This is an optimization exercise on Yosys and OpenROAD, whose aim is small area, not a production implementation. Where RTL was checked, it was by simulation tests only, not by an equivalence proof against the original. No functional check of the RTL was part of run 4. No activity file was given, so power comes from the tool's default toggle rates.

File: flow/run.sh
#!/bin/bash
# synth_recipe.tcl (not shown) runs the flow's synth.tcl, then flattens the netlist and writes it again
# the make line also repeats each setting of config.mk as NAME=value (left out here)
make -C /OpenROAD-flow-scripts/flow DESIGN_CONFIG=/design/flow/config.mk WORK_HOME=/design/flow/orfs CLKGATE_MAP_FILE= SYNTH_SCRIPT=/design/flow/synth_recipe.tcl finish
File: flow/design.v
module operand_stack #(
    parameter int W = 64
) (
    input  logic         clk_i,
    input  logic         rst_i,
    input  logic         push_i,
    input  logic         pop_i,
    input  logic         pop2_i,
    input  logic [W-1:0] dat_i,
    output logic [W-1:0] top_o,
    output logic [W-1:0] next_o
);
    logic [W-1:0] cells [4];
    logic [1:0]   sp;       
    logic [1:0]   dm1;      
    logic [1:0]   wp;
    assign wp     = sp + 2'd1;
    assign top_o  = cells[sp];
    assign next_o = cells[(dm1 == 2'd0) ? sp : sp - 2'd1];
    always_ff @(posedge clk_i) begin
        if (rst_i) begin
            sp  <= 2'd0;
            dm1 <= 2'd0;
        end else if (push_i) begin
            sp  <= wp;
            if (dm1 != 2'd3) dm1 <= dm1 + 2'd1;
        end else if (pop2_i) begin
            if (dm1 >= 2'd2) begin
                sp  <= sp - 2'd2;
                dm1 <= dm1 - 2'd2;
            end else if (dm1 == 2'd1) begin
                sp  <= sp - 2'd1;
                dm1 <= 2'd0;
            end
        end else if (pop_i) begin
            if (dm1 != 2'd0) begin
                sp  <= sp - 2'd1;
                dm1 <= dm1 - 2'd1;
            end
        end
    end
    always_ff @(posedge clk_i) begin
        if (rst_i)
            cells[0] <= '0;
        else if (push_i && wp == 2'd0)
            cells[0] <= dat_i;
    end
    for (genvar i = 1; i < 4; i++) begin : g_cell
        always_ff @(posedge clk_i) begin
            if (push_i && wp == 2'(i))
                cells[i] <= dat_i;
        end
    end
endmodule
module alu (
    input  logic [64-1:0] a_i,
    input  logic [64-1:0] b_i,
    input  logic [2:0]         op_i,
    output logic [64-1:0] res_o
);
    logic               sub;
    logic               carry;
    logic               lt_s;
    logic [64-1:0] sum;
    logic [64-1:0] x;
    assign sub = op_i != 3'd0;
    assign {carry, sum} = {1'b0, a_i} + {1'b0, b_i ^ {64{sub}}} + {{64{1'b0}}, sub};
    assign x = a_i ^ b_i;
    assign lt_s = x[64-1] ? a_i[64-1] : sum[64-1];
    always_comb begin
        case (op_i)
            3'd0, 3'd1: res_o = sum;
            3'd2:  res_o = x;
            3'd3:   res_o = a_i | b_i;
            3'd4:  res_o = a_i & b_i;
            3'd5:  res_o = {{(64-1){1'b0}}, lt_s};
            3'd6: res_o = {{(64-1){1'b0}}, !carry};
            default:   res_o = {{(64-1){1'b0}}, x == '0};
        endcase
    end
endmodule
module exec_unit (
    input  logic                clk_i,
    input  logic                rst_i,
    input  logic                slot_valid_i,
    input  logic [3:0]          opcode_i,
    input  logic [64-1:0]  operand_i,
    input  logic                commit_i,     
    input  logic [64-1:0]  rdata_i,
    output logic                mem_req_o,
    output logic                mem_we_o,
    output logic [61-1:0] mem_adr_o,
    output logic [64-1:0]  mem_wdat_o,
    output logic                tos_nonzero_o
);
    localparam logic [2:0] ACT_NONE  = 3'd0;
    localparam logic [2:0] ACT_LIT   = 3'd1;
    localparam logic [2:0] ACT_BIN   = 3'd2;
    localparam logic [2:0] ACT_STORE = 3'd3;
    localparam logic [2:0] ACT_LOAD  = 3'd4;
    localparam logic [2:0] ACT_DROP  = 3'd5;
    logic [64-1:0] x;
    logic [64-1:0] y;
    logic [64-1:0] z;      
    logic [64-1:0] lit;
    logic [64-1:0] alu_res;
    logic [64-1:0] ds_top;
    logic [64-1:0] ds_next;
    logic [2:0]         alu_op;
    logic [2:0]         act;
    logic [3:0]         sub;
    logic               ds_push;
    logic               ds_pop;
    logic               ds_pop2;
    assign sub = operand_i[3:0];
    always_comb begin
        act    = ACT_NONE;
        alu_op = 3'd0;
        lit    = '0;
        case (opcode_i)
            4'd1: begin
                act = ACT_LIT;
                lit = {{(64-8){operand_i[7]}}, operand_i[7:0]};
            end
            4'd2: begin
                act = ACT_LIT;
                lit = {{(64-16){operand_i[15]}}, operand_i[15:0]};
            end
            4'd3: begin
                act = ACT_LIT;
                lit = {{(64-32){operand_i[31]}}, operand_i[31:0]};
            end
            4'd4: if (sub == 4'd3) act = ACT_STORE;
            4'd5:  if (sub == 4'd3) act = ACT_LOAD;
            4'd6: begin
                act = ACT_BIN;
                case (sub)
                    4'd0:  alu_op = 3'd0;
                    4'd1:  alu_op = 3'd1;
                    4'd3:  alu_op = 3'd5;
                    4'd4: alu_op = 3'd6;
                    4'd7:  alu_op = 3'd7;
                    4'd9:  alu_op = 3'd2;
                    4'd12:   alu_op = 3'd3;
                    4'd13:  alu_op = 3'd4;
                    default:   act = ACT_NONE;
                endcase
            end
            4'd7: if (sub == 4'd0 || sub == 4'd1) act = ACT_DROP;
            default: act = ACT_NONE;
        endcase
    end
    assign mem_req_o     = slot_valid_i && (act == ACT_STORE || act == ACT_LOAD);
    assign mem_we_o      = act == ACT_STORE;
    assign mem_adr_o     = z[64-1:3];
    assign mem_wdat_o    = y;
    assign tos_nonzero_o = |z;
    assign ds_push = commit_i && act == ACT_LIT;
    assign ds_pop  = commit_i && (act == ACT_BIN || act == ACT_DROP);
    assign ds_pop2 = commit_i && act == ACT_STORE;
    alu u_alu (
        .a_i  (y),
        .b_i  (z),
        .op_i (alu_op),
        .res_o(alu_res)
    );
    operand_stack #(.W(64)) u_data_stack (
        .clk_i (clk_i),
        .rst_i (rst_i),
        .push_i(ds_push),
        .pop_i (ds_pop),
        .pop2_i(ds_pop2),
        .dat_i (x),
        .top_o (ds_top),
        .next_o(ds_next)
    );
    always_ff @(posedge clk_i) begin
        if (rst_i) begin
            x <= '0;
            y <= '0;
            z <= '0;
        end else if (commit_i) begin
            case (act)
                ACT_LIT: begin
                    x <= y;
                    y <= z;
                    z <= lit;
                end
                ACT_BIN: begin
                    x <= ds_top;
                    y <= x;
                    z <= alu_res;
                end
                ACT_STORE: begin    
                    x <= ds_next;
                    y <= ds_top;
                    z <= x;
                end
                ACT_LOAD: z <= rdata_i;
                ACT_DROP: begin
                    x <= ds_top;
                    y <= x;
                    z <= y;
                end
                default: ;
            endcase
        end
    end
endmodule
module instr_sequencer (
    input  logic                clk_i,
    input  logic                rst_i,
    input  logic                ack_i,
    input  logic [64-1:0]  dat_i,
    output logic [61-1:0] adr_o,
    output logic                cyc_o,
    output logic                we_o,
    output logic                vpa_o,
    output logic [64-1:0]  dat_o,
    output logic                slot_valid_o,
    output logic [3:0]          opcode_o,
    output logic [64-1:0]  operand_o,
    output logic                commit_o,
    output logic [64-1:0]  rdata_o,
    input  logic                mem_req_i,
    input  logic                mem_we_i,
    input  logic [61-1:0] mem_adr_i,
    input  logic [64-1:0]  mem_wdat_i,
    input  logic                tos_nonzero_i
);
    logic                run;         
    logic [2:0]          slot_cnt;    
    logic [2:0]          last;        
    logic [27:0]         ops;         
    logic [64-1:0]  dr;          
    logic [61-1:0] next_pa;     
    logic [61-1:0] ret_pa;
    logic [61-1:0] pa_sum;
    logic [8:0]          pa_inc;
    logic [3:0]          sub;
    logic [3:0]          slot_op;
    logic                need_fetch;
    logic                fetch_cyc;
    logic                fetch_done;
    logic                jump_taken;
    logic                is_call;
    logic                is_ret;
    always_comb begin
        case (slot_cnt)
            3'd1:    slot_op = ops[27:24];
            3'd2:    slot_op = ops[23:20];
            3'd3:    slot_op = ops[19:16];
            3'd4:    slot_op = ops[15:12];
            3'd5:    slot_op = ops[11:8];
            3'd6:    slot_op = ops[7:4];
            default: slot_op = ops[3:0];
        endcase
    end
    assign need_fetch = slot_cnt == 3'd0 || slot_cnt > last;
    assign fetch_cyc  = run && need_fetch;
    assign fetch_done = fetch_cyc && ack_i;
    assign slot_valid_o = run && !need_fetch;
    assign opcode_o     = slot_valid_o ? slot_op : 4'd0;
    assign operand_o    = dr;
    assign rdata_o      = dat_i;
    assign commit_o     = slot_valid_o && (!mem_req_i || ack_i);
    assign cyc_o = fetch_cyc || (slot_valid_o && mem_req_i);
    assign vpa_o = fetch_cyc;
    assign we_o  = !need_fetch && mem_we_i;
    assign adr_o = fetch_cyc ? next_pa : mem_adr_i;
    assign dat_o = mem_wdat_i;
    assign sub = dr[3:0];
    always_comb begin
        jump_taken = 1'b0;
        is_call    = 1'b0;
        is_ret     = 1'b0;
        case (opcode_o)
            4'd7: begin
                case (sub)
                    4'd0:  jump_taken = tos_nonzero_i;
                    4'd1:  jump_taken = !tos_nonzero_i;
                    4'd2:   jump_taken = 1'b1;
                    4'd3: begin
                        jump_taken = 1'b1;
                        is_call    = 1'b1;
                    end
                    default: ;
                endcase
            end
            4'd8: is_ret = 1'b1;
            default: ;
        endcase
    end
    assign pa_inc = fetch_cyc ? 9'd1 : {1'b0, dr[11:4]} - 9'd1;
    assign pa_sum = next_pa + {{(61-9){pa_inc[8]}}, pa_inc};
    operand_stack #(.W(61)) u_ret_stack (
        .clk_i (clk_i),
        .rst_i (rst_i),
        .push_i(commit_o && is_call),
        .pop_i (commit_o && is_ret),
        .pop2_i(1'b0),
        .dat_i (next_pa),        
        .top_o (ret_pa),
        .next_o()
    );
    always_ff @(posedge clk_i) begin
        if (rst_i) begin
            run      <= 1'b0;
            slot_cnt <= 3'd0;
            next_pa  <= 61'h1C00_0000_0000_0000;
        end else begin
            run <= 1'b1;
            if (fetch_done) begin
                next_pa  <= pa_sum;
                slot_cnt <= 3'd1;
            end else if (commit_o) begin
                if (is_ret) begin
                    next_pa  <= ret_pa;
                    slot_cnt <= 3'd0;
                end else if (jump_taken) begin
                    next_pa  <= pa_sum;
                    slot_cnt <= 3'd0;
                end else begin
                    slot_cnt <= slot_cnt + 3'd1;
                end
            end
        end
    end
    always_ff @(posedge clk_i) begin
        if (fetch_done) begin
            last <= dat_i[64-1] ? 3'd7 : dat_i[64-2 -: 3];
            ops  <= dat_i[64-5 -: 28];
            dr   <= dat_i;
        end else if (commit_o) begin
            case (opcode_o)
                4'd1:   dr <= dr >> 8;
                4'd2:  dr <= dr >> 16;
                4'd3:  dr <= dr >> 32;
                4'd4, 4'd5, 4'd6: dr <= dr >> 4;
                4'd7:  dr <= dr >> 12;
                default: ;
            endcase
        end
    end
endmodule
module s64_core (
    input  logic                clk_i,
    input  logic                rst_i,
    input  logic                ack_i,
    input  logic [64-1:0]  dat_i,
    output logic [61-1:0] adr_o,
    output logic                cyc_o,
    output logic                we_o,
    output logic                vpa_o,
    output logic [64-1:0]  dat_o
);
    logic                slot_valid;
    logic [3:0]          opcode;
    logic [64-1:0]  operand;
    logic                commit;
    logic [64-1:0]  rdata;
    logic                mem_req;
    logic                mem_we;
    logic [61-1:0] mem_adr;
    logic [64-1:0]  mem_wdat;
    logic                tos_nonzero;
    instr_sequencer u_seq (
        .clk_i        (clk_i),
        .rst_i        (rst_i),
        .ack_i        (ack_i),
        .dat_i        (dat_i),
        .adr_o        (adr_o),
        .cyc_o        (cyc_o),
        .we_o         (we_o),
        .vpa_o        (vpa_o),
        .dat_o        (dat_o),
        .slot_valid_o (slot_valid),
        .opcode_o     (opcode),
        .operand_o    (operand),
        .commit_o     (commit),
        .rdata_o      (rdata),
        .mem_req_i    (mem_req),
        .mem_we_i     (mem_we),
        .mem_adr_i    (mem_adr),
        .mem_wdat_i   (mem_wdat),
        .tos_nonzero_i(tos_nonzero)
    );
    exec_unit u_exec (
        .clk_i        (clk_i),
        .rst_i        (rst_i),
        .slot_valid_i (slot_valid),
        .opcode_i     (opcode),
        .operand_i    (operand),
        .commit_i     (commit),
        .rdata_i      (rdata),
        .mem_req_o    (mem_req),
        .mem_we_o     (mem_we),
        .mem_adr_o    (mem_adr),
        .mem_wdat_o   (mem_wdat),
        .tos_nonzero_o(tos_nonzero)
    );
endmodule
File: flow/constraint.sdc
create_clock -name core_clock -period 10.0 [get_ports {clk_i}]
set_input_delay 2.0000 -clock core_clock [delete_from_list [all_inputs] [get_ports {clk_i}]]
set_output_delay 2.0000 -clock core_clock [all_outputs]
set_load 0.01 [all_outputs]
File: flow/config.mk
export PLATFORM = sky130hd
export DESIGN_NAME = s64_core
export DESIGN_NICKNAME = s64_core
export VERILOG_FILES = /design/flow/design.v
export SDC_FILE = /design/flow/constraint.sdc
export NUM_CORES = 4
export LEC_CHECK = 0
export CAP_MARGIN = 20
export CORE_MARGIN = 2
export CORE_UTILIZATION = 40
export SLEW_MARGIN = 20
==> run notes, run 1 <==
Worst hold path:
- The worst hold path belongs to the class flop to flop.
- Counting instances, the worst hold path has a depth of 2.
- In this run the most critical hold path is launched from u_seq.u_ret_stack.cells[0][15].
- For hold timing, the worst endpoint is u_seq.u_ret_stack.cells[0][15].

Yosys:
- The post-synthesis cell type count is 91.
- After synthesis the netlist holds a flip-flop and latch count of 864.
- The synthesized area per cell is 9.12 um^2.
- The cell count after synthesis came out at 5,619.
- In the synthesized netlist the async set-or-reset flop fraction comes to 0%.
- Of the total synthesized cell area, the portion taken by AND, OR, NAND and NOR gates is 14.5%.
- The count of flip-flops with a built-in enable after synthesis is 470.
- After synthesis, the largest family of logic cells by area is compound AO/OA/AOI/OAI gates.
- After synthesis, the cell types taking the most area are sky130_fd_sc_hd__edfxtp_1 28%, sky130_fd_sc_hd__dfxtp_1 15%, sky130_fd_sc_hd__ha_1 6.8%.
- The commonest cells after synthesis are 781 x sky130_fd_sc_hd__nand2_1, 588 x sky130_fd_sc_hd__nor2_1, 526 x sky130_fd_sc_hd__a21oi_1.
- sky130_fd_sc_hd__edfxtp_1 takes more of the synthesized area than any other cell.
- The adder-cell share of the synthesized area is 6.89%.
- The cell area that synthesis handed to floorplanning was 51,200 um^2.
- The mux contribution to synthesized area is 3.47%.
- The compound-gate portion of the synthesized area is 24.6%.
- For this run, the number of Yosys warnings is 7.
- Of the synthesized area, sequential elements account for 42.9%.
- When the netlist entered floorplanning its net count stood at 5,967.
- The most common cell in the synthesized netlist is sky130_fd_sc_hd__nand2_1.
- The share of Yosys cell area claimed by the top area cell type is 27.5%.
- In the synthesized netlist the dominant register cell turns out to be sky130_fd_sc_hd__edfxtp_1.
- The synthesized netlist devotes 2.82% of its cell area to XOR and XNOR gates.

Placement:
- The instance count after placement with tap cells included is 7,125.
- The total half-perimeter wirelength after legalization and detailed placement is 149,000 um.
- The total placed instance area is 54,500 um^2.
- Timing analysis after detailed placement gives a worst setup slack of 2.36 ns.
- The routability congestion estimate from global placement is 1.02.
- Port buffering added 194 buffers.

Outcome:
- The run finished with no timing, DRC or antenna violations.

Global route:
- The total overflow left after global routing is 0.
- The overall fraction of global-route tracks in use is 31.5%.
- Entering global routing, the biggest net connects 165 pins.
- The global-route wire length before repair is 307,000 um.
- The initial antenna violation count is 11.
- The number of global-route vias before repair is 43,428.

Timing:
- The count of final hold-check violations is 0.
- The max-slew violation count is 0.
- Adding up every negative setup slack in the final design gives 0 ns.
- Setup violations remaining at the end of the flow were counted as 0.
- Setup repair after global routing left no endpoint under its margin.
- The slew at the pin closest to its max-slew limit is 1.28 ns.
- Measured against its own limit, the worst slew margin works out to 14.6%.
- The maximum achievable frequency is 129 MHz.
- Between clock sinks in the finished design, the worst skew comes to 0.0423 ns.
- The final critical-path setup slack is 2.23 ns.
- The time the final worst path needs with I/O delays and setup is 7.77 ns.
- In the finished design, the share of the clock period the worst path needs comes to 77.7%.
- The worst hold slack is 0.451 ns.

Flow run:
- The number of max-capacitance violations reported is 0.

Clock network:
- The number of hold-repair buffers added at the cts stage is 0.
- The number of buffers inserted by post-CTS setup repair is 0.
- The CTS tree is yes.
- The root buffer cell chosen for the clock tree is sky130_fd_sc_hd__clkbuf_16.
- TritonCTS created 100 clock buffers.
- Counting every sink on the clock net gives 864.
- The clock-pin slew of the registers on the worst-case setup and hold paths is 0.07 ns.
- No sink is reached through more buffers than the 3 on the longest clock path.
- The number of H-tree levels is 3.
- Clock latency on the worst-skew pair, taken at its later pin, is 0.76 ns.
- The post-cts sizing count is 0.

Worst setup path:
- The startpoint identified for the worst register-to-register timing path is u_seq.slot_cnt[2].
- The maximum fanout count along the critical path is 23.
- The worst reg2reg path depth is 21.
- The reg2reg setup slack is 2.23 ns.
- The endpoint of the lowest-slack register-to-register path is u_exec.z[55].
- The arrival time of data at the critical path endpoint is 8.39 ns.
- The type of origin of the critical path is a flop.
- The kind of end point of the critical path is a flop.
- The data required time of the critical path is 10.62 ns.
- The classification of the worst setup path is flop to flop.

Route:
- The number of nets still failing antenna checks after routing is 0.
- The DRC marker count from the first detailed-route iteration is 6,124.
- Summed over all layers, the routed wires come to 213,000 um.
- Using the TritonRoute via totals, the vias-per-cell ratio works out to 6.38.
- The first-pass iteration count of the detailed router is 9.
- In the routed design, unresolved DRC markers number 0.
- The routed length per placed instance is 29.2 um.
- The via count is 46,661.

Power:
- The worst-case vdd ir drop is 148 uV.
- The total power draw is 8.46 mW.
- The total power divided by cell area is 146 nW/um^2.
- The analysis attributes to cell leakage a power of 19.9 nW.

Final layout:
- The non-filler instance count after layout is 7,314.
- The share of post-route cells with drive strength above 1 is 7.41%.
- After routing the design area is 57,900 um^2.
- The area growth from synthesis to final layout is 13.0%.
- The post-route core utilization is 45.5%.
- The number of nets in the finished design is 5,913.

Floorplan:
- The floorplan step defined a core boundary enclosing 127,000 um^2.
- The floorplan step set the die width to 362 um.
- The area of the die is 131,000 um^2.
- The initial core utilization is 40.2%.
- The initialized floorplan defines 131 standard-cell rows.
- Pin placement for this block handled 195 I/O pins.
- The die is 362 um tall.
## registers in the layout (all words and copies together), names as in the netlist, named ones only
| register | count |
|---|---|
| u_exec.u_data_stack.cells | 256 |
| u_exec.u_data_stack.dm1 | 2 |
| u_exec.u_data_stack.sp | 2 |
| u_exec.x | 64 |
| u_exec.y | 64 |
| u_exec.z | 64 |
| u_seq.dr | 64 |
| u_seq.last | 3 |
| u_seq.next_pa | 61 |
| u_seq.ops | 28 |
| u_seq.run | 1 |
| u_seq.slot_cnt | 3 |
| u_seq.u_ret_stack.cells | 244 |
| u_seq.u_ret_stack.dm1 | 2 |
| u_seq.u_ret_stack.sp | 2 |
## worst max-delay path, cell delays in order, from the launching register on
cell and delay, ns:
sky130_fd_sc_hd__dfxtp_1 0.64, sky130_fd_sc_hd__inv_1 0.18, sky130_fd_sc_hd__ha_1 0.35, sky130_fd_sc_hd__a2111oi_4 0.50, sky130_fd_sc_hd__a22oi_2 0.16, sky130_fd_sc_hd__a211o_1 0.50
sky130_fd_sc_hd__nor3_2 0.60, sky130_fd_sc_hd__nand2_1 0.34, sky130_fd_sc_hd__nor2_4 0.81, sky130_fd_sc_hd__xnor2_1 0.14, sky130_fd_sc_hd__ha_1 0.42, sky130_fd_sc_hd__a21o_1 0.24
sky130_fd_sc_hd__a21oi_1 0.17, sky130_fd_sc_hd__a21boi_0 0.25, sky130_fd_sc_hd__o21ai_0 0.18, sky130_fd_sc_hd__a221o_1 0.37, sky130_fd_sc_hd__a311o_1 0.37, sky130_fd_sc_hd__a31oi_2 0.42
sky130_fd_sc_hd__o31a_1 0.40, sky130_fd_sc_hd__mux2i_1 0.13, sky130_fd_sc_hd__a221oi_1 0.35, sky130_fd_sc_hd__nor3_1 0.09
## kinds of logic after synthesis
logic type	count (synthesis)
flip-flops	864
adder cells (fa/ha/maj)	281
multiplexers	96
buffers and inverters	641
AO/OA/AOI/OAI	1821
AND/OR/NAND/NOR	1751
XOR/XNOR	165
## cell usage in the layout (no fill, tap or decap), drive strengths merged, types with 189 or more instances in the layout
cell type      Yosys  routed
nand2            781     781
clkdlybuf4s50      0     193
a21oi            527     527
edfxtp           470     470
a211oi           189     189
o21ai            306     306
inv              196     203
dfxtp            394     394
nor2             590     590
a221oi           202     202
ha               279     279
## worst max path at each step
stage | from | endpoint | slack, ns | cells after the start
after floorplan | u_seq.last[1] | u_seq.next_pa[54] | 0.92 | 19
after global placement | u_seq.slot_cnt[2] | u_exec.z[62] | 2.47 | 20
after detailed placement | u_seq.slot_cnt[2] | u_exec.z[61] | 2.36 | 20
after CTS | u_seq.slot_cnt[2] | u_exec.z[61] | 2.34 | 20
after global routing | u_seq.slot_cnt[2] | u_exec.z[0] | 1.93 | 21
final | u_seq.slot_cnt[2] | u_exec.z[55] | 2.23 | 21
## power breakdown
part	switching (mW)	internal, mW
combinational	0.510	0.245
clock	1.61	2.19
sequential	0.103	3.80
## final cells by class
| type | count | area, um^2 |
|---|---|---|
| antenna | 1 | 2.50 |
| clock buffer | 136 | 2890 |
| clock inverter | 52 | 507 |
| fill | 12168 | 69400 |
| inverter | 196 | 741 |
| multi-input combinational | 4114 | 27000 |
| sequential | 864 | 22000 |
| tap | 1662 | 2080 |
| timing repair buffer | 289 | 2690 |
## per-layer routing
metal  vias up  share of wire [%]  track usage [%]
met5         -              0.010                0
met4         4                6.5             18.2
met3       433                9.0             5.63
met2      2385                 44             48.3
met1     22727                 40             41.8
li1      21112                  -                -
==> inputs of run 2 (changes only) <==
--- a/flow/design.v
+++ b/flow/design.v
@@ -59,13 +59,36 @@
     output logic [64-1:0] res_o
 );
-    logic               sub;
-    logic               carry;
-    logic               lt_s;
-    logic [64-1:0] sum;
-    logic [64-1:0] x;
+    localparam int N = 64;
+    logic         sub;
+    logic         lt_s;
+    logic [N-1:0] bb;
+    logic [N-1:0] p;
+    logic [N-1:0] gg;
+    logic [N-1:0] pp;
+    logic [N-1:0] sum;
+    logic [N:0]   c;
+    logic [N-1:0] x;
     assign sub = op_i != 3'd0;
-    assign {carry, sum} = {1'b0, a_i} + {1'b0, b_i ^ {64{sub}}} + {{64{1'b0}}, sub};
-    assign x = a_i ^ b_i;
-    assign lt_s = x[64-1] ? a_i[64-1] : sum[64-1];
+    assign bb  = b_i ^ {N{sub}};
+    assign p   = a_i ^ bb;
+    always_comb begin
+        gg = a_i & bb;
+        pp = p;
+        gg[0] = gg[0] | (p[0] & sub);
+        for (int l = 1; l < N; l = l * 2)
+            for (int i = 2 * l - 1; i < N; i += 2 * l) begin
+                gg[i] = gg[i] | (pp[i] & gg[i-l]);
+                pp[i] = pp[i] & pp[i-l];
+            end
+        for (int l = N / 4; l >= 1; l = l / 2)
+            for (int i = 3 * l - 1; i < N; i += 2 * l) begin
+                gg[i] = gg[i] | (pp[i] & gg[i-l]);
+                pp[i] = pp[i] & pp[i-l];
+            end
+    end
+    assign c    = {gg, sub};
+    assign sum  = p ^ c[N-1:0];
+    assign x    = a_i ^ b_i;
+    assign lt_s = x[N-1] ? a_i[N-1] : sum[N-1];
     always_comb begin
         case (op_i)
@@ -74,7 +97,7 @@
             3'd3:   res_o = a_i | b_i;
             3'd4:  res_o = a_i & b_i;
-            3'd5:  res_o = {{(64-1){1'b0}}, lt_s};
-            3'd6: res_o = {{(64-1){1'b0}}, !carry};
-            default:   res_o = {{(64-1){1'b0}}, x == '0};
+            3'd5:  res_o = {{(N-1){1'b0}}, lt_s};
+            3'd6: res_o = {{(N-1){1'b0}}, !c[N]};
+            default:   res_o = {{(N-1){1'b0}}, x == '0};
         endcase
     end
@@ -238,4 +261,8 @@
     logic [61-1:0] pa_sum;
     logic [8:0]          pa_inc;
+    logic                pa_c9;
+    logic                pa_inc_hi;
+    logic                pa_dec_hi;
+    logic [61-9:0] pa_t;
     logic [3:0]          sub;
     logic [3:0]          slot_op;
@@ -293,5 +320,13 @@
     end
     assign pa_inc = fetch_cyc ? 9'd1 : {1'b0, dr[11:4]} - 9'd1;
-    assign pa_sum = next_pa + {{(61-9){pa_inc[8]}}, pa_inc};
+    assign {pa_c9, pa_sum[8:0]} = {1'b0, next_pa[8:0]} + {1'b0, pa_inc};
+    assign pa_inc_hi = pa_c9 && !pa_inc[8];
+    assign pa_dec_hi = !pa_c9 && pa_inc[8];
+    always_comb begin
+        pa_t[0] = pa_inc_hi || pa_dec_hi;
+        for (int i = 0; i < 61 - 9; i++)
+            pa_t[i+1] = pa_t[i] && (next_pa[9+i] ^ pa_dec_hi);
+    end
+    assign pa_sum[61-1:9] = next_pa[61-1:9] ^ pa_t[61-10:0];
     operand_stack #(.W(61)) u_ret_stack (
         .clk_i (clk_i),
--- a/flow/config.mk
+++ b/flow/config.mk
@@ -9,3 +9,4 @@
 export CORE_MARGIN = 2
 export CORE_UTILIZATION = 40
+export CTS_BUF_LIST = sky130_fd_sc_hd__clkbuf_4
 export SLEW_MARGIN = 20
==> run 2 against run 1 <==
  * Still clean
  * Synthesized cell count shrank 9.6%
  * Power shrank 8.3%
  * Clock-buffer cell count grew 218
  * Wire length shrank 14%
  * Critical endpoint is now u_exec.z[0]
==> run notes, run 2 <==
Worst setup path:
- The worst setup path is launched from a flop.
- The kind of end point of the critical path is a flop.
- The critical path is of the flop to flop type.
- The reg2reg setup slack is 1.51 ns.
- Of all nets on the critical path, the largest fanout is 27.
- The most prevalent standard cell on the critical path is sky130_fd_sc_hd__a21oi_1.
- The arrival time of data at the critical path endpoint is 9.61 ns.
- The critical path's largest stage delay is 0.76 ns.
- The slowest library cell on the worst path is sky130_fd_sc_hd__o31a_2.
- Data on the critical path is required at its endpoint by 11.13 ns.

Placement:
- The congestion estimate from routability-driven global placement came to 0.967.
- The instance count after placement with tap cells included is 6,540.
- The total half-perimeter wirelength after legalization and detailed placement is 121,000 um.
- The total placed instance area is 51,200 um^2.
- The total of buffers placed on input and output ports is 194.

Global route:
- The number of global-route vias before repair is 40,259.
- The initial antenna violation count is 9.
- The met2 global-route usage is 43.0%.
- The busiest metal layer after global routing is met2.
- Global routing consumed, on the met3 layer, 7.87% of the routing resources.
- The global routing met1 resource utilization is 37.9%.
- The largest net degree at the start of global routing is 172.
- Summed over all layers, the global routing overflow is 0.
- Global routing used 29.2% of the available tracks.
- The first global-routing pass estimated 268,000 um of wire.

Outcome:
- The run finished with no timing, DRC or antenna violations.

Timing:
- The worst clock skew on the final layout is 0.0952 ns.
- The time the final worst path needs with I/O delays and setup is 8.49 ns.
- Headroom to the max-slew limit came out at 17.8%.
- For the pin with the worst max-slew slack, the measured transition is 1.23 ns.
- Setup violations remaining at the end of the flow were counted as 0.
- The maximum achievable frequency is 118 MHz.
- Setup repair after global routing left no endpoint under its margin.
- After routing, the total negative slack on setup checks comes to 0 ns.
- The max-slew violation count is 0.
- The final critical path takes up 84.9% of the cycle.
- The count of final hold-check violations is 0.

Floorplan:
- The placeable core region is 119,000 um^2.
- For this configuration, the core starts out at a cell density of 40.2%.
- The die is 351 um tall.
- The floorplan step set the die width to 351 um.
- Pin placement for this block handled 195 I/O pins.
- The floorplan has 127 rows.
- The floorplan step defined a die boundary enclosing 123,000 um^2.

Route:
- The detailed-route vias per instance is 6.11.
- Before antenna repair, the detailed router went through 14 iterations.
- After detailed routing, the average wire length per cell comes to 26.2 um.
- The number of nets still failing antenna checks after routing is 0.
- In the routed design, unresolved DRC markers number 0.
- After detailed routing, the total wire length is 183,000 um.
- The via count is 42,741.
- The DRC marker count from the first detailed-route iteration is 5,954.

Yosys:
- The count of flip-flops with a built-in enable after synthesis is 470.
- The part of the Yosys area used for sequential elements is 45.8%.
- The post-synthesis cell type count is 85.
- The register bit count reported by yosys is 864.
- In the post-synthesis netlist, the biggest area contributors are sky130_fd_sc_hd__edfxtp_1 29%, sky130_fd_sc_hd__dfxtp_1 16%, sky130_fd_sc_hd__nand2_1 6.2%.
- The number of nets handed over by synthesis was 5,404.
- Of all flip-flops after synthesis, the portion carrying an async set or reset was 0%.
- By count the netlist is led by 792 x sky130_fd_sc_hd__nand2_1, 470 x sky130_fd_sc_hd__edfxtp_1, 416 x sky130_fd_sc_hd__a21oi_1.
- The cell taking the most area after synthesis is sky130_fd_sc_hd__edfxtp_1.
- The gate count of the mapped netlist is 5,077.
- For this run, the number of Yosys warnings is 7.
- The most instantiated flip-flop cell in the synthesis netlist is sky130_fd_sc_hd__edfxtp_1.
- Each instance of the synthesized netlist takes up on average 9.47 um^2.
- The most common cell in the synthesized netlist is sky130_fd_sc_hd__nand2_1.
- Summing every instance area after synthesis gives 48,100 um^2.
- The synthesized design devotes to its leading area cell type 29.4% of total area.

Power:
- IR analysis of the VDD net gives a maximum drop of 100 uV.
- In this run the static leakage power is 17.6 nW.
- The total power draw is 7.76 mW.
- The total power divided by cell area is 143 nW/um^2.

Final layout:
- In the final layout, the registers with the most flip-flops are u_exec.u_data_stack.cells: 256 flops, u_seq.u_ret_stack.cells: 244 flops.
- The register area is 22,000 um^2.
- Leaving out fill and tap cells, the most frequent cell in the layout is sky130_fd_sc_hd__nand2_1.
- In the layout the commonest cells are 788 x sky130_fd_sc_hd__nand2_1, 470 x sky130_fd_sc_hd__edfxtp_1, 416 x sky130_fd_sc_hd__a21oi_1, 410 x sky130_fd_sc_hd__nor2_1, 394 x sky130_fd_sc_hd__dfxtp_1.
- The non-filler instance count after layout is 6,990.
- Once layout is done, the placed cells without fillers occupy 54,400 um^2.
- After filler insertion, the fill cell instance count of the layout stands at 11,602.
- The flip-flop count of the largest register after layout is 256.
- In the final layout, the share of cells above drive strength 1 is 11.3%.
- The register with the most flip-flops in the final layout is u_exec.u_data_stack.cells.
- The multi-input combinational cell area is 23,900 um^2.
- The final layout contains 5,492 nets.
- The area growth from synthesis to final layout is 13.2%.

Clock network:
- The TritonCTS buffer count is 234.
- In this run the post-CTS setup repair buffer count came out at 0.
- The post-cts sizing count is 0.
- In this run the deepest clock path goes through 3 buffers.
- The clock tree synthesis step divided the H-tree into 4 levels.
- The later-pin clock latency in the skew report is 1.24 ns.
- The tree is rooted in a sky130_fd_sc_hd__clkbuf_4.
- For this design, the CTS-stage hold fixing added 0 buffers.
- TritonCTS built the clock tree.
- The clock net sink count is 864.
- Clock-pin slew was measured on the worst setup and hold paths at 0.07 ns.

Flow run:
- Across the run, the number of max-cap violations was 0.

Worst hold path:
- The type of the tightest min-delay check is flop to flop.
[run 2: cell count changes in the layout (fill, tap and decap cells not counted), moves of 52 or more]
| cell | change |
|---|---|
| sky130_fd_sc_hd__clkbuf_4 | +354 |
| sky130_fd_sc_hd__nor2_1 | -171 |
| sky130_fd_sc_hd__a221oi_1 | -132 |
| sky130_fd_sc_hd__a21oi_1 | -110 |
| sky130_fd_sc_hd__clkbuf_16 | -106 |
| sky130_fd_sc_hd__o22ai_1 | +81 |
| sky130_fd_sc_hd__clkinv_1 | +56 |
| sky130_fd_sc_hd__ha_1 | -52 |
[run 2: path summary, 6_finish.rpt]
check                                               startpoint                             end  depth (start not counted)
worst max register to register               u_seq.slot_cnt[2]                     u_exec.z[0]                         30
worst min-delay path            u_seq.u_ret_stack.cells[0][28]  u_seq.u_ret_stack.cells[0][28]                          2
worst max-delay path                         u_seq.slot_cnt[2]                     u_exec.z[0]                         30
worst min register to register  u_seq.u_ret_stack.cells[0][28]  u_seq.u_ret_stack.cells[0][28]                          2
[run 2: layout make-up]
| class | count | share of cell area [%] |
|---|---|---|
| Clock buffer | 354 | 4.88 |
| Inverter | 196 | 1.37 |
| Sequential cell | 864 | 40.4 |
| Multi-Input combinational cell | 3599 | 44.0 |
| Clock inverter | 90 | 0.943 |
| Tap cell | 1612 | 3.71 |
| Timing Repair Buffer | 270 | 4.67 |
| Antenna cell | 5 | 0.0230 |
[run 2: worst max-delay path, delay by kind of cell (launching register included)]
| kind | cells | cell delay, ns |
|---|---|---|
| adders and majority gates | 3 | 1.02 |
| DFF | 1 | 0.64 |
| buffers and inverters | 2 | 0.70 |
| xor gates and xnor gates | 2 | 0.39 |
| AOI/OAI and AO/OA | 13 | 3.38 |
| and+or+nand+nor | 10 | 2.22 |
[run 2: metrics by stage]
| stage | hold WS [ns] | utilization [%] | worst slack, ns |
|---|---|---|---|
| 5_1_grt | 0.470 | 45.5 | 0.876 |
| 3_5_place_dp | 0.443 | 42.9 | 1.70 |
| 6_report | 0.451 | 45.5 | 1.51 |
| 3_3_place_gp | 0.437 | 42.9 | 1.84 |
| 4_1_cts | 0.452 | 45.5 | 1.54 |
| 2_1_floorplan | 0.431 | - | 3.38 |
[run 2: power breakdown]
part           internal, mW  total, mW  switching [mW]
registers              3.77       3.85          0.0781
logic                 0.181      0.577           0.395
clock network          1.75       3.33            1.58
[run 2: routing by layer]
| layer | part of all wire, % | wire length (um) |
|---|---|---|
| met1 | 40 | 72600 |
| met5 | 0.0071 | 13 |
| met3 | 11 | 19900 |
| met2 | 43 | 78400 |
| met4 | 6.6 | 12100 |
[run 2: logic make-up after synthesis]
kind of cell	count (synthesis)	share of synthesized area [%]
fa+ha+maj	260	7.28
flops	864	45.8
xor+xnor	134	2.44
mux	91	3.58
simple gates	1525	13.5
compound gates	1589	22.6
buf+inv	614	4.87
==> inputs of run 3 (changes only) <==
--- a/flow/config.mk
+++ b/flow/config.mk
@@ -9,4 +9,3 @@
 export CORE_MARGIN = 2
 export CORE_UTILIZATION = 40
-export CTS_BUF_LIST = sky130_fd_sc_hd__clkbuf_4
 export SLEW_MARGIN = 20
==> run 3 against run 2 <==
  * Still clean on timing, DRC and antenna
  * Die area unchanged
  * Sequential share of layout area down 0.084 points
  * Sequential power about the same
  * Clock-buffer cell count decreased by 225
  * Cell area grew 0.21%
  * Setup slack better by 0.060 ns
  * Critical path depth unchanged
  * Cell count fell by 3.8%
  * Via count shrank 1.6%
  * Utilization up 0.094 points
  * Maximum frequency up 0.71%
  * Worst hold slack lost 0.00062 ns
  * Critical path type unchanged
  * Critical endpoint unchanged
==> run notes, run 3 <==
Yosys:
- The share of Yosys cell area claimed by the top area cell type is 29.4%.
- In this run the cell area of the synthesized design comes to 48,100 um^2.
- The mux contribution to synthesized area is 3.58%.
- The compound-gate portion of the synthesized area is 22.6%.
- A synthesized cell averages 9.47 um^2.
- The count of yosys warnings during synthesis is 7.
- The register bit count reported by yosys is 864.
- The adder-cell share of the synthesized area is 7.28%.
- The xor/xnor share of the synthesized area is 2.44%.
- Counting instances in the post-synthesis netlist gives the leading cell types as 792 x sky130_fd_sc_hd__nand2_1, 470 x sky130_fd_sc_hd__edfxtp_1, 416 x sky130_fd_sc_hd__a21oi_1.
- The synthesized netlist devotes 13.5% of its cell area to simple gates.
- Synthesis handed over a netlist of 5,077 instances.
- In the synthesized netlist the dominant register cell turns out to be sky130_fd_sc_hd__edfxtp_1.
- In the post-synthesis netlist, the cell with the most instances is sky130_fd_sc_hd__nand2_1.
- After synthesis, the largest family of logic cells by area is compound AO/OA/AOI/OAI gates.
- In this run, distinct cell masters in the synthesized netlist total 85.
- In the post-synthesis netlist, the biggest area contributors are sky130_fd_sc_hd__edfxtp_1 29%, sky130_fd_sc_hd__dfxtp_1 16%, sky130_fd_sc_hd__nand2_1 6.2%.
- The part of the Yosys area used for sequential elements is 45.8%.
- The cell taking the most area after synthesis is sky130_fd_sc_hd__edfxtp_1.
- The share of synthesized registers carrying an async set or reset is 0%.
- In this run, synthesis inferred 470 flip-flops with an integrated enable.
- The post-synthesis net count is 5,404.

Power:
- Per report_power, the sequential group accounts for 47.3% of the total.
- The worst-case vdd ir drop is 122 uV.
- The power dissipated by switching net loads is 2.04 mW.
- Power spread over the standard cell area amounts to 149 nW/um^2.
- The net switching share of the total power is 25.0%.
- The internal power consumption is 6.11 mW.
- The analysis attributes to cell leakage a power of 17.3 nW.
- The clock network burns 45.7% of the power.
- The share of total power dissipated in combinational logic is 7.1%.

Timing:
- The share of the clock period used by the worst path is 84.3%.
- The count of final hold-check violations is 0.
- The worst hold slack is 0.450 ns.
- The slew at the pin closest to its max-slew limit is 1.25 ns.
- Setup repair after global routing left no endpoint under its margin.
- For the final routed database, the setup TNS stands at 0 ns.
- The time the final worst path needs with I/O delays and setup is 8.43 ns.
- The worst clock skew on the final layout is 0.0402 ns.
- The relative max-transition margin is 15.7%.
- The max-slew violation count is 0.
- Setup violations remaining at the end of the flow were counted as 0.
- The maximum achievable frequency is 119 MHz.

Clock network:
- After clock tree synthesis, the repair step resized 0 gates.
- The number of hold-repair buffers added at the cts stage is 0.
- The longest clock path from root to sink contains 3 buffers.
- The TritonCTS buffer count is 97.
- In this run the number of H-tree levels came out at 3.
- The later-pin clock latency in the skew report is 0.72 ns.
- The CTS tree is yes.
- The cell chosen for the clock root is sky130_fd_sc_hd__clkbuf_16.
- The number of buffers inserted by post-CTS setup repair is 0.
- After clock tree synthesis, the clock-pin slew on the worst setup and hold paths is 0.07 ns.
- Counting every sink on the clock net gives 864.

Final layout:
- The flip-flop count of the largest register after layout is 256.
- After filler insertion, the fill cell instance count of the layout stands at 11,401.
- The multi-input combinational cells in the finished layout cover a total of 23,900 um^2.
- Once layout is complete, the cells apart from fillers number 6,725.
- The number of antenna diodes in the final layout is 0.
- The largest registers in the layout are u_exec.u_data_stack.cells: 256 flops, u_seq.u_ret_stack.cells: 244 flops.
- The net count of the finished layout is 5,355.
- The area growth from synthesis to final layout is 13.5%.
- The post-route core utilization is 45.6%.
- The leading cell type in the layout, fill and taps excluded is sky130_fd_sc_hd__nand2_1.
- The register with the most flip-flops is u_exec.u_data_stack.cells.
- The share of post-route cells with drive strength above 1 is 7.43%.
- The register area is 22,000 um^2.
- Leaving out fill and tap cells, the most frequent cells in the layout are 788 x sky130_fd_sc_hd__nand2_1, 470 x sky130_fd_sc_hd__edfxtp_1, 416 x sky130_fd_sc_hd__a21oi_1, 410 x sky130_fd_sc_hd__nor2_1, 394 x sky130_fd_sc_hd__dfxtp_1.

Global route:
- The largest net degree at the start of global routing is 172.
- The overall fraction of global-route tracks in use is 28.9%.
- The global-route wire length before repair is 266,000 um.
- The number of global-route vias before repair is 39,068.
- The total congestion overflow after global routing is 0.
- The initial antenna violation count came to 9.

Route:
- The via count is 42,048.
- The routed length per placed instance is 27.0 um.
- The total wire length is 182,000 um.
- In the routed design, unresolved DRC markers number 0.
- In the routed layout, each cell is associated on average with a via count of 6.25.
- The number of nets still failing antenna checks after routing is 0.
- The DRC marker count from the first detailed-route iteration is 6,045.
- The first-pass iteration count of the detailed router is 9.

Outcome:
- The run finished with no timing, DRC or antenna violations.

Placement:
- During placement, the flow inserted port buffers numbering 194.
- The instance count after placement with tap cells included is 6,540.
- Routability-driven placement finished with a final weighted congestion of 0.967.
- The total half-perimeter wirelength after legalization and detailed placement is 121,000 um.

Floorplan:
- The number of placement rows is 127.
- The overall die width is 351 um.
- The area of the die is 123,000 um^2.
- The core region is 119,000 um^2.
- The I/O pin count is 195.
- In this run the vertical extent of the chip is 351 um.
- The initial core utilization is 40.2%.

Worst setup path:
- The kind of end point of the critical path is a flop.
- The reg2reg setup slack is 1.57 ns.
- The data required time of the critical path is 10.64 ns.
- The critical path is of the flop to flop type.
- The worst reg2reg path depth is 30.
- In this run the critical register-to-register path is launched from u_seq.slot_cnt[2].
- Together, buffers and inverters on the worst path number 2.
- The capture point of the worst path is u_exec.z[0].
- The slowest library cell on the worst path is sky130_fd_sc_hd__o31a_2.
- For the worst setup path, the data arrival time is 9.07 ns.
- The cell type group with the largest total delay on the critical path is compound AO/OA/AOI/OAI gates.
- The critical path depth is 30.
- The critical path's largest stage delay is 0.76 ns.
- The type of origin of the critical path is a flop.
- In this run the worst path has a maximum fanout of 27.
- The start point of the critical path is u_seq.slot_cnt[2].
- The most prevalent standard cell on the critical path is sky130_fd_sc_hd__a21oi_1.
- The endpoint of the lowest-slack register-to-register path is u_exec.z[0].

Flow run:
- The tool flagged a number of max-cap violations equal to 0.

Worst hold path:
- The type of the tightest min-delay check is flop to flop.
==> run 3: cell count changes in the layout (fill, tap and decap cells not counted), sizes merged <==
cell	delta
bufinv	+4
clkbuf	-225
clkinv	-44
clkinvlp	+3
diode	-5
inv	+2
==> run 3: kinds of logic after synthesis <==
kind of cell    Yosys count
flops                   864
compound gates         1589
fa+ha+maj               260
buf+inv                 614
xor+xnor                134
simple gates           1525
mux                      91
==> run 3: worst min path at each step <==
stage,startpoint,endpoint,cells past startpoint
after floorplan,u_seq.u_ret_stack.cells[0][22],u_seq.u_ret_stack.cells[0][22],2
after global placement,u_seq.u_ret_stack.cells[0][58],u_seq.u_ret_stack.cells[0][58],2
after detailed placement,u_seq.u_ret_stack.cells[0][2],u_seq.u_ret_stack.cells[0][2],2
after CTS,u_seq.u_ret_stack.cells[0][2],u_seq.u_ret_stack.cells[0][2],2
after global routing,u_seq.u_ret_stack.cells[0][28],u_seq.u_ret_stack.cells[0][28],2
final,u_seq.u_ret_stack.cells[0][28],u_seq.u_ret_stack.cells[0][28],2
==> run 3: layer usage <==
layer | up-vias | wire length (um) | global-route usage [%]
li1 | 18929 | - | -
met2 | 2271 | 77900 | 42.8
met4 | 6 | 11900 | 16.5
met3 | 357 | 19300 | 6.60
met1 | 20485 | 72800 | 38.6
met5 | - | 31 | 0
==> run 3: area by class of cell <==
type | instances | share of cell area (%)
multi-input cells | 3599 | 43.9
repair buffers | 270 | 4.66
clock buffers | 129 | 4.99
clock inverters | 55 | 1.05
well taps | 1612 | 3.70
flip-flops and latches | 864 | 40.3
inverters | 196 | 1.36
==> run 3: per-stage QoR <==
| step | setup WS [ns] | area [um^2] | power [mW] |
|---|---|---|---|
| finish | 1.57 | 54500 | 8.15 |
| global route | 0.946 | 54500 | 8.36 |
| CTS | 1.68 | 54500 | 8.17 |
| detailed placement | 1.70 | 51200 | 4.48 |
| global placement | 1.84 | 51200 | 4.48 |
| floorplan | 3.38 | 48100 | 4.23 |
==> run 3: power groups by stage <==
| stage | combinational (mW) | clock (mW) | sequential (mW) |
|---|---|---|---|
| detailed placement | 0.563 | 0 | 3.92 |
| finish | 0.576 | 3.72 | 3.85 |
| global route | 0.613 | 3.90 | 3.85 |
| global placement | 0.557 | 0 | 3.92 |
| CTS | 0.566 | 3.76 | 3.85 |
| floorplan | 0.345 | 0 | 3.88 |
==> run 3: worst register-to-register path: cells and delay by family (launching register included) <==
kind | cells | cell delay, ns
compound gates | 13 | 3.40
xor+xnor | 2 | 0.40
fa+ha+maj | 3 | 1.02
buf+inv | 2 | 0.73
flops | 1 | 0.64
simple gates | 10 | 2.20
==> inputs of run 4 (changes only) <==
--- a/flow/design.v
+++ b/flow/design.v
@@ -265,4 +265,5 @@
     logic                pa_dec_hi;
     logic [61-9:0] pa_t;
+    logic [61-10:0] pa_v;
     logic [3:0]          sub;
     logic [3:0]          slot_op;
@@ -324,8 +325,13 @@
     assign pa_dec_hi = !pa_c9 && pa_inc[8];
     always_comb begin
-        pa_t[0] = pa_inc_hi || pa_dec_hi;
-        for (int i = 0; i < 61 - 9; i++)
-            pa_t[i+1] = pa_t[i] && (next_pa[9+i] ^ pa_dec_hi);
+        pa_v = next_pa[61-1:9] ^ {(61-9){pa_dec_hi}};
+        for (int l = 1; l < 61 - 9; l = l * 2)
+            for (int i = 2 * l - 1; i < 61 - 9; i += 2 * l)
+                pa_v[i] = pa_v[i] & pa_v[i-l];
+        for (int l = 16; l >= 1; l = l / 2)
+            for (int i = 3 * l - 1; i < 61 - 9; i += 2 * l)
+                pa_v[i] = pa_v[i] & pa_v[i-l];
     end
+    assign pa_t = {pa_v, 1'b1} & {(61-8){pa_inc_hi || pa_dec_hi}};
     assign pa_sum[61-1:9] = next_pa[61-1:9] ^ pa_t[61-10:0];
     operand_stack #(.W(61)) u_ret_stack (
==> flow/flow/run.sh (new file) <==
#!/bin/bash
# Own layout flow: the standard layout (standard.sh), with two changes.
#  - Synthesis is ORFS's synthesis exactly as synth_recipe.tcl runs it, except
#    that the combinational logic is mapped with an area-oriented ABC script
#    (flow/abc_area.script) and without the full/half-adder extraction.
#    Registers (names, count, cell types) come from the same steps as the
#    standard synthesis, which runs before ABC.
#  - Ports are buffered with sky130_fd_sc_hd__buf_1.
# Each tool's output goes to the ORFS logs under orfs/logs; make's own output
# goes to flow_make.log here.
set -euo pipefail
W=$(pwd)
sed 's#log_cmd abc {\*}$abc_args#log_cmd abc -script '"$W"'/flow/abc_area.script {*}$lib_args {*}$lib_dont_use_args -constr $::env(OBJECTS_DIR)/abc.constr -D 10000#' \
    "$FLOW_HOME/scripts/synth.tcl" > "$W/own_synth_body.tcl"
grep -q "flow/abc_area.script" "$W/own_synth_body.tcl"
sed 's#source $::env(SCRIPTS_DIR)/synth.tcl#source '"$W"'/own_synth_body.tcl#' \
    "$W/synth_recipe.tcl" > "$W/own_synth.tcl"
grep -q "own_synth_body.tcl" "$W/own_synth.tcl"
bash "$W/standard.sh" SYNTH_SCRIPT="$W/own_synth.tcl" ADDER_MAP_FILE= \
    BUFFER_PORTS_ARGS="-buffer_cell sky130_fd_sc_hd__buf_1" finish > "$W/flow_make.log" 2>&1
test -f "$W/out/final.def"
==> flow/flow/abc_area.script (new file) <==
&get -n
&st
&dch
&nf -R 1000
&put
topo
stime -c
==> flow/standard.sh (new file) <==
#!/bin/bash
# synth_recipe.tcl (not shown) runs the flow's synth.tcl, then flattens the netlist and writes it again
# the make line also repeats each setting of config.mk as NAME=value (left out here)
make -C /OpenROAD-flow-scripts/flow DESIGN_CONFIG=/design/flow/config.mk WORK_HOME=/design/flow/orfs CLKGATE_MAP_FILE= SYNTH_SCRIPT=/design/flow/synth_recipe.tcl "${@:-finish}"
removed: flow/run.sh
==> run 4 against run 3 <==
  * Cell count decreased by 3.5%
  * First-iteration DRC count is 4.6% higher
  * Combinational power up 4.0%
  * Area after synthesis decreased by 9.5%
  * Largest power group unchanged
  * Highest routed layer unchanged
==> run notes, run 4 <==
Outcome:
- The flow ran to the end and the layout has no timing, DRC or antenna violations.

Worst setup path:
- The worst setup path is captured at a flop.
- The largest single stage delay on the critical path is 0.55 ns.
- The maximum fanout count along the critical path is 25.
- The worst register-to-register path has a setup slack of 1.15 ns.
- The endpoint of the lowest-slack register-to-register path is u_seq.next_pa[60].
- STA classifies the critical path startpoint as a flop.
- The data required time of the critical path is 10.52 ns.
- The arrival time of data at the critical path endpoint is 9.37 ns.
- The slowest stage of the critical path is the sky130_fd_sc_hd__or4b_1 cell.
- The sum of buffers and inverters on the critical path is 3.
- By startpoint and endpoint, the worst setup path is classified as flop to flop.
- In this run the critical register-to-register path is launched from u_seq.slot_cnt[0].
- The kind of cell with the highest combined delay along the critical path is simple AND/OR/NAND/NOR gates.
- The number of cells on the worst reg-to-reg path is 39.

Yosys:
- The xor/xnor share of the synthesized area is 6.57%.
- The mux contribution to synthesized area is 0.173%.
- The count of yosys warnings during synthesis is 7.
- Of the total synthesized cell area, the portion taken by AND, OR, NAND and NOR gates is 17.1%.
- In the post-synthesis netlist, the biggest area contributors are sky130_fd_sc_hd__edfxtp_1 32%, sky130_fd_sc_hd__dfxtp_1 18%, sky130_fd_sc_hd__nor2_1 6.0%.
- The gate count of the mapped netlist is 4,625.
- The share of synthesized registers carrying an async set or reset is 0%.
- Averaged over all synthesized cells, the footprint is 9.40 um^2.
- sky130_fd_sc_hd__edfxtp_1 takes more of the synthesized area than any other cell.
- The most common cell in the synthesized netlist is sky130_fd_sc_hd__nor2_1.
- The dominant combinational cell family by area after synthesis is compound AO/OA/AOI/OAI gates.
- The count of flip-flops with a built-in enable after synthesis is 470.
- The synthesized netlist occupies a cell area of 43,500 um^2.
- The register bit count reported by yosys is 864.
- Summing the areas of all compound-gate instances in the mapped netlist gives 25.1% of the synthesized area.
- The share of Yosys cell area claimed by the top area cell type is 32.5%.
- The adder-cell share of the synthesized area is 0.230%.
- Synthesis produced a netlist with a net count of 4,692.
- The post-synthesis cell type count is 51.
- By count the netlist is led by 696 x sky130_fd_sc_hd__nor2_1, 582 x sky130_fd_sc_hd__nand2_1, 470 x sky130_fd_sc_hd__edfxtp_1.
- The part of the Yosys area used for sequential elements is 50.6%.
- Among all flip-flop cells after synthesis, the most frequent one is sky130_fd_sc_hd__edfxtp_1.

Clock network:
- The H-tree was split into 3 levels.
- Once the clock tree was built, the setup fixing pass inserted 0 buffers.
- The TritonCTS buffer count is 97.
- The CTS tree is yes.
- The later-pin clock latency in the skew report is 0.70 ns.
- Clock-pin slew was measured on the worst setup and hold paths at 0.06 ns.
- The clock net sink count is 864.
- The tree is rooted in a sky130_fd_sc_hd__clkbuf_16.
- The worst-case clock buffer depth is 3.
- After clock tree synthesis, the flow added hold-fix buffers numbering 0.

Worst hold path:
- The worst hold path begins at u_seq.u_ret_stack.cells[0][1].
- The worst hold path depth is 2.
- The type of the tightest min-delay check is flop to flop.
- For hold timing, the worst endpoint is u_seq.u_ret_stack.cells[0][1].

Final layout:
- Leaving out fill and tap cells, the most frequent cells in the layout are 681 x sky130_fd_sc_hd__nor2_1, 569 x sky130_fd_sc_hd__nand2_1, 470 x sky130_fd_sc_hd__edfxtp_1, 458 x sky130_fd_sc_hd__o21ai_0, 391 x sky130_fd_sc_hd__dfxtp_1.
- The flip-flop count of the largest register after layout is 256.
- The share of post-route cells with drive strength above 1 is 6.14%.
- The area growth from synthesis to final layout is 15.7%.
- More flip-flops sit in one register than any other, and that register is u_exec.u_data_stack.cells.
- The number of nets in the finished design is 5,066.
- The largest registers in the layout are u_exec.u_data_stack.cells: 256 flops, u_seq.u_ret_stack.cells: 244 flops.
- Leaving out fill and tap cells, the most frequent cell in the layout is sky130_fd_sc_hd__nor2_1.

Global route:
- In the global route stage, overall resource usage came out at 29.6%.
- The total congestion overflow after global routing is 0.
- The largest net degree at the start of global routing is 161.
- The initial antenna violation count is 8.
- The first global-routing pass estimated 251,000 um of wire.
- The number of global-route vias before repair came to 37,989.

Floorplan:
- The number of placement rows is 120.
- The height of the chip is 334 um.
- The initial core utilization is 40.4%.
- The overall die width is 334 um.
- The I/O pin count is 195.
- The die covers 111,000 um^2.
- The placeable core region is 108,000 um^2.

Route:
- The number of nets still failing antenna checks after routing is 0.
- The DRC marker count from the first detailed-route iteration is 6,321.
- The detailed router placed 41,506 vias in this run.
- The total wire length is 171,000 um.
- Dividing the detail-routed wire length by the instance count gives 26.3 um.
- The detailed-route vias per instance is 6.40.
- The pre-antenna-repair detailed-routing pass consisted of 13 iterations.
- The post-route DRC violation count is 0.

Power:
- The worst-case vdd ir drop is 127 uV.
- The static leakage is 16.4 nW.
- The total power divided by cell area is 164 nW/um^2.

Placement:
- OpenSTA, run right after detailed placement, puts the worst setup slack at 0.534 ns.
- Detailed placement finished with a half-perimeter wire length of 105,000 um.
- The total of buffers placed on input and output ports is 194.
- Routability-driven placement finished with a final weighted congestion of 0.932.

Timing:
- Derived from the worst setup path, the maximum achievable clock frequency is 113 MHz.
- Setup repair after global routing left no endpoint under its margin.
- Setup violations remaining at the end of the flow were counted as 0.
- The worst path meets setup with 1.15 ns of slack.
- The worst clock skew on the final layout is 0.0272 ns.
- The max-slew violation count was 0.
- The share of the clock period used by the worst path is 88.5%.
- The worst hold slack is 0.494 ns.
- The time the final worst path needs with I/O delays and setup is 8.85 ns.
- The slew at the pin closest to its max-slew limit is 1.17 ns.
- The count of final hold-check violations was 0.
- Headroom to the max-slew limit came out at 21.9%.

Flow run:
- Max-cap violations in this run came to 0.
-- run 4: cell types whose count changed after synthesis, moves of 106 or more --
cell | before | now
sky130_fd_sc_hd__a21oi_1 | 416 | 304
sky130_fd_sc_hd__clkbuf_1 | 366 | 0
sky130_fd_sc_hd__ha_1 | 227 | 0
sky130_fd_sc_hd__inv_1 | 195 | 0
sky130_fd_sc_hd__nand2_1 | 792 | 582
sky130_fd_sc_hd__nand3_1 | 55 | 161
sky130_fd_sc_hd__nor2_1 | 413 | 696
sky130_fd_sc_hd__o21ai_0 | 311 | 462
sky130_fd_sc_hd__xor2_1 | 40 | 185
-- run 4: kinds of logic after synthesis --
kind of cell	count (synthesis)
AND/OR/NAND/NOR	1758
AO/OA/AOI/OAI	1635
flip-flops	864
XOR/XNOR	326
buffers and inverters	25
adder cells (fa/ha/maj)	10
multiplexers	7
-- run 4: timing repair --
action | CTS | global route
hold endpoints to repair | 0 | 0
resized for setup | 0 | 5
endpoints found under the setup margin | 0 | 12
-- run 4: how the worst max path moves through the flow --
stage / from / to / slack [ns] / cells past startpoint
global route: u_seq.slot_cnt[0] / u_seq.next_pa[56] / 0.02 / 38
CTS: u_seq.slot_cnt[0] / u_seq.next_pa[60] / 0.47 / 39
finish: u_seq.slot_cnt[0] / u_seq.next_pa[60] / 1.15 / 39
detailed placement: u_seq.slot_cnt[0] / u_seq.next_pa[60] / 0.53 / 38
global placement: u_seq.slot_cnt[0] / u_seq.next_pa[60] / 0.68 / 39
floorplan: u_seq.slot_cnt[1] / u_exec.u_data_stack.dm1[1] / -5.16 / 15
-- run 4: layout make-up --
| class | instances | area, um^2 |
|---|---|---|
| Fill cell | 10411 | 57200 |
| Clock buffer | 130 | 2690 |
| Antenna cell | 2 | 5.00 |
| Sequential cell | 864 | 22000 |
| Timing Repair Buffer | 275 | 1390 |
| Multi-Input combinational cell | 3736 | 21800 |
| Tap cell | 1403 | 1760 |
| Inverter | 25 | 106 |
| Clock inverter | 54 | 534 |
-- run 4: tightest hold or removal path: cells and delay by family, from the launching register on --
family,cells,cell delay [ns]
AND/OR/NAND/NOR,2,0.14
flip-flops,1,0.31
-- run 4: per-layer routing --
layer | global-route usage, % | wire, um | part of all wire (%) | vias to the layer above
met5 | 0 | 45 | 0.026 | -
met4 | 12.3 | 7350 | 4.3 | 8
met3 | 5.84 | 18100 | 11 | 377
met2 | 45.5 | 75400 | 44 | 2366
met1 | 40.7 | 69600 | 41 | 20004
li1 | - | - | - | 18751
-- run 4: metrics by stage --
| step | setup TNS, ns | utilization, % | area (um^2) | std cells | power [mW] |
|---|---|---|---|---|---|
| global route | 0 | 46.8 | 50300 | 6487 | 8.46 |
| finish | 0 | 46.8 | 50300 | 6489 | 8.23 |
| detailed placement | 0 | 43.7 | 47000 | 6301 | 4.65 |
| global placement | 0 | 43.7 | 47000 | 6300 | 4.64 |
| floorplan | -500.22 | - | 43600 | 4625 | 4.36 |
| CTS | 0 | 46.7 | 50200 | 6485 | 8.25 |
-- run 4: power breakdown --
part           internal [mW]  switching, mW
sequential              3.84          0.151
clock                   2.10           1.54
combinational          0.180          0.419
total                   6.12           2.11

## what the ideal ports hide
How much do the figures lean on ideal ports? The routed layouts below were timed once more, with nothing changed but the port constraints.
Step 1 sets driving cells, clkbuf_16 on the clock port and buf_2 on the other inputs (assumed; they add their load-dependent delay and slew).
Step 2, shift: input delay + t, output delay - t, t = (earliest + latest rising clock arrival at the registers) / 2. This alone moves slack from input paths to output paths.
Slacks: ideal / step 1 / step 2; pairs: ideal / step 1.
run	t, ns	setup WS [ns]	clock arrival spread, ns	worst slew at a driven data input, ns
run 1	0.820	2.235 / 2.235 / 2.235	0.044 / 0.044	0.05
run 2	1.250	1.514 / 1.514 / 1.514	0.097 / 0.096	0.05
run 3	0.774	1.573 / 1.573 / 1.573	0.042 / 0.041	0.05
run 4	0.756	1.148 / 1.148 / 1.148	0.027 / 0.028	0.15
After both steps every run listed still meets setup and hold.
